Source: an optimization exercise on an open RTL-to-GDS flow (aim: small area). Production flows keep margins and buffers that such runs may drop. Function was checked by simulation only, so behaviour that the tests miss may differ from the original. Power and IR drop assume default switching activity.

==> flow/design.v (excerpt) <==
module bsr_scheduler
#(
    parameter int BLOCK_DIM = 8   
) (
    input  wire logic        clk_gated,
    input  wire logic        rst_n,
    input  wire logic        start,
    input  wire logic [15:0] cfg_num_block_rows,
    output logic             meta_rd_en,
    output logic [9:0]       meta_req,
    input  wire logic [31:0] meta_rd_data,
    input  wire logic        meta_rd_valid,
    output logic             block_rd_en,
    output logic [31:0]      block_rd_addr,
    input  wire logic [7:0]  block_rd_data,
    output logic             systolic_valid,
    output logic [8*BLOCK_DIM*BLOCK_DIM-1:0] systolic_block,
    output logic [31:0]      systolic_pos,
    input  wire logic        systolic_ready,
    input  wire logic        systolic_done,
    output logic             busy,
    output logic             done,
    output logic [31:0]      blocks_processed
);
==> module bsr_scheduler, before the edit <==
module bsr_scheduler
#(
    parameter int BLOCK_DIM = 8   
) (
    input  wire logic        clk_gated,
    input  wire logic        rst_n,
    input  wire logic        start,
    input  wire logic [15:0] cfg_num_block_rows,
    output logic             meta_rd_en,
    output logic [9:0]       meta_req,
    input  wire logic [31:0] meta_rd_data,
    input  wire logic        meta_rd_valid,
    output logic             block_rd_en,
    output logic [31:0]      block_rd_addr,
    input  wire logic [7:0]  block_rd_data,
    output logic             systolic_valid,
    output logic [8*BLOCK_DIM*BLOCK_DIM-1:0] systolic_block,
    output logic [31:0]      systolic_pos,
    input  wire logic        systolic_ready,
    input  wire logic        systolic_done,
    output logic             busy,
    output logic             done,
    output logic [31:0]      blocks_processed
);
    localparam int NB = 8 * BLOCK_DIM * BLOCK_DIM;
    localparam logic [383:0] SLOT = 384'h830e3cfbf7ef5eb56ad5a366cd9b36eddbb76ed58b952264cb970e1e3468d3af5e3e74e950a162c583060e1408102040;
    localparam logic [2:0] S_IDLE = 3'b000,   
                           S_DONE = 3'b001,   
                           S_B    = 3'b100,   
                           S_W    = 3'b101,   
                           S_P0   = 3'b010,   
                           S_P1   = 3'b011,   
                           S_C    = 3'b110,   
                           S_F    = 3'b111;   
    logic [2:0]    st;
    logic          pend;      
    logic [5:0]    k;         
    logic [7:0]    j;         
    logic [7:0]    row;       
    logic [7:0]    nrows;     
    logic [15:0]   col;       
    logic [NB-9:0] sr;        
    logic       rd_st;
    logic       ack;
    logic [7:0] row_p1;
    logic [7:0] d;
    logic       k_wrap;
    logic       same;
    logic [7:0] diff;      
    logic       last;
    assign rd_st   = st[1];
    assign ack     = pend & meta_rd_valid;
    assign row_p1  = row + 8'd1;
    assign d       = meta_rd_data[7:0];
    assign k_wrap  = (k == 6'd0);   
    assign diff    = j - (d | {8{st == S_W}});
    assign same    = (diff == 8'd0);
    assign last    = (row_p1 == nrows);
    assign busy           = st[2] | st[1];
    assign done           = (st == S_DONE);
    assign meta_rd_en     = rd_st & ~pend;
    assign meta_req[9]    = 1'b0;
    assign meta_req[8]    = (st == S_C);
    assign meta_req[7:0]  = (st == S_C) ? j : row_p1;
    assign block_rd_en    = busy;
    assign block_rd_addr  = {18'd0, j, k};
    assign systolic_valid = (st == S_B) & pend & k_wrap & systolic_ready;
    assign systolic_pos   = {8'd0, row, col};
    for (genvar gi = 0; gi < 63; gi++) begin : g_slot
        assign systolic_block[8*SLOT[6*gi +: 6] +: 8] = sr[8*gi +: 8];
    end
    assign systolic_block[8*SLOT[6*63 +: 6] +: 8] = block_rd_data;
    assign blocks_processed = {24'd0, j};
    always_ff @(posedge clk_gated or negedge rst_n) begin
        if (!rst_n) begin
            st   <= S_IDLE;
            pend <= 1'b0;
            k    <= 6'd0;
        end else begin
            k <= {k[4:0], k[5] ^ (k[4] | ~|k[3:0])};
            if (rd_st) begin
                if (!pend) begin
                    pend <= 1'b1;
                end else if (meta_rd_valid) begin
                    pend <= 1'b0;
                    case (st)
                        S_P0: st <= S_P1;
                        S_P1: begin
                            if (!same)     st <= S_C;
                            else if (last) st <= S_F;
                        end
                        S_C:  st <= S_B;
                        default: st <= S_DONE;   
                    endcase
                end
            end else begin
                case (st)
                    S_B: begin
                        if (k_wrap) begin
                            if (!pend) pend <= 1'b1;
                            else if (systolic_ready) begin
                                pend <= 1'b0;
                                st   <= S_W;
                            end
                        end
                    end
                    S_W: if (systolic_done) st <= S_P1;
                    default: if (start) st <= S_P0;   
                endcase
            end
        end
    end
    always_ff @(posedge clk_gated) begin
        sr <= {block_rd_data, sr[NB-9:8]};
        if (!busy) begin   
            nrows <= cfg_num_block_rows[7:0];
            row   <= 8'hFF;
        end
        if (ack) begin
            if (st == S_P0 || (st == S_P1 && same)) row <= last ? 8'hFF : row_p1;
            if (st == S_P0) j <= d;
            if (st == S_C) col <= meta_rd_data[15:0];
            if (st == S_F) j <= diff;
        end
        if (st == S_W && systolic_done) j <= diff;
    end
endmodule
Settings: LEC_CHECK=0, CAP_MARGIN=20, CORE_AREA=3 3 231 231, DIE_AREA=0 0 234 234, PLACE_DENSITY=0.6, SLEW_MARGIN=20; clock period 4.0 ns.
standard.sh (not shown) runs the stock make flow with config.mk's settings and CLKGATE_MAP_FILE= SYNTH_SCRIPT=/design/flow/synth_recipe.tcl, a recipe that flattens the netlist after the stock synthesis.
==> flow/flow/run.sh <==
#!/bin/bash
# Standard ORFS layout, with small port buffers (buf_1) instead of the
# default pick, and the clock tree settings below.
set -euo pipefail
cp config.mk my_config.mk
cat >> my_config.mk <<'MK'
export BUFFER_PORTS_ARGS = -buffer_cell sky130_fd_sc_hd__buf_1
MK
if [[ -f flow/extra.mk ]]; then cat flow/extra.mk >> my_config.mk; fi
sed "s#DESIGN_CONFIG=[^ ]*#DESIGN_CONFIG=$PWD/my_config.mk#" standard.sh > my_standard.sh
bash my_standard.sh > standard_flow.log 2>&1
==> flow/flow/extra.mk <==
export CTS_ARGS = -sink_clustering_enable -repair_clock_nets -dont_use_dummy_load -buf_list sky130_fd_sc_hd__clkbuf_8 -sink_clustering_size 20 -sink_clustering_max_diameter 60
export SKIP_REPAIR_TIE_FANOUT = 1
Then changed:
--- a/flow/design.v
+++ b/flow/design.v
@@ -150,5 +150,5 @@
     always_ff @(posedge clk_gated) begin
         sr <= {block_rd_data, sr[NB-9:8]};
-        if (!busy) begin   
+        if (!busy && start) begin
             nrows <= cfg_num_block_rows[7:0];
             row   <= 8'hFF;
Outcome: Global-route usage is higher by 0.68 points. Design area rose by 0.50%. Total power hardly moves. Combinational power hardly moves. Final cell count goes up by 0.44%. Hold slack got worse by 6.2 ps. Die area stays the same.

## re-timing with driven ports
The results above use ideal ports. As a check the final layouts listed here were re-extracted and re-timed, cells and wires unchanged.
Step 1 sets driving cells, clkbuf_16 on the clock port and buf_2 on the other inputs (assumed; they add their load-dependent delay and slew).
Step 2 also shifts input and output timing later by t, the mid clock arrival at the registers, as if the neighbouring blocks saw the same clock.
Three values: ideal ports, drivers, drivers and shift; two values: the first two.
run	shift t [ns]	setup slack, ns	worst hold slack (ns)	clock arrival spread, ns
the first run	0.637	0.426 / 0.426 / 0.233	0.157 / 0.151 / 0.319	0.061 / 0.061
the second run	0.611	0.618 / 0.611 / 0.273	0.151 / 0.155 / 0.309	0.077 / 0.076
After both steps every run listed still meets setup and hold. For the second run, which loses most, drivers alone change the setup slack by -0.007 ns; drivers and shift together by -0.345 ns.
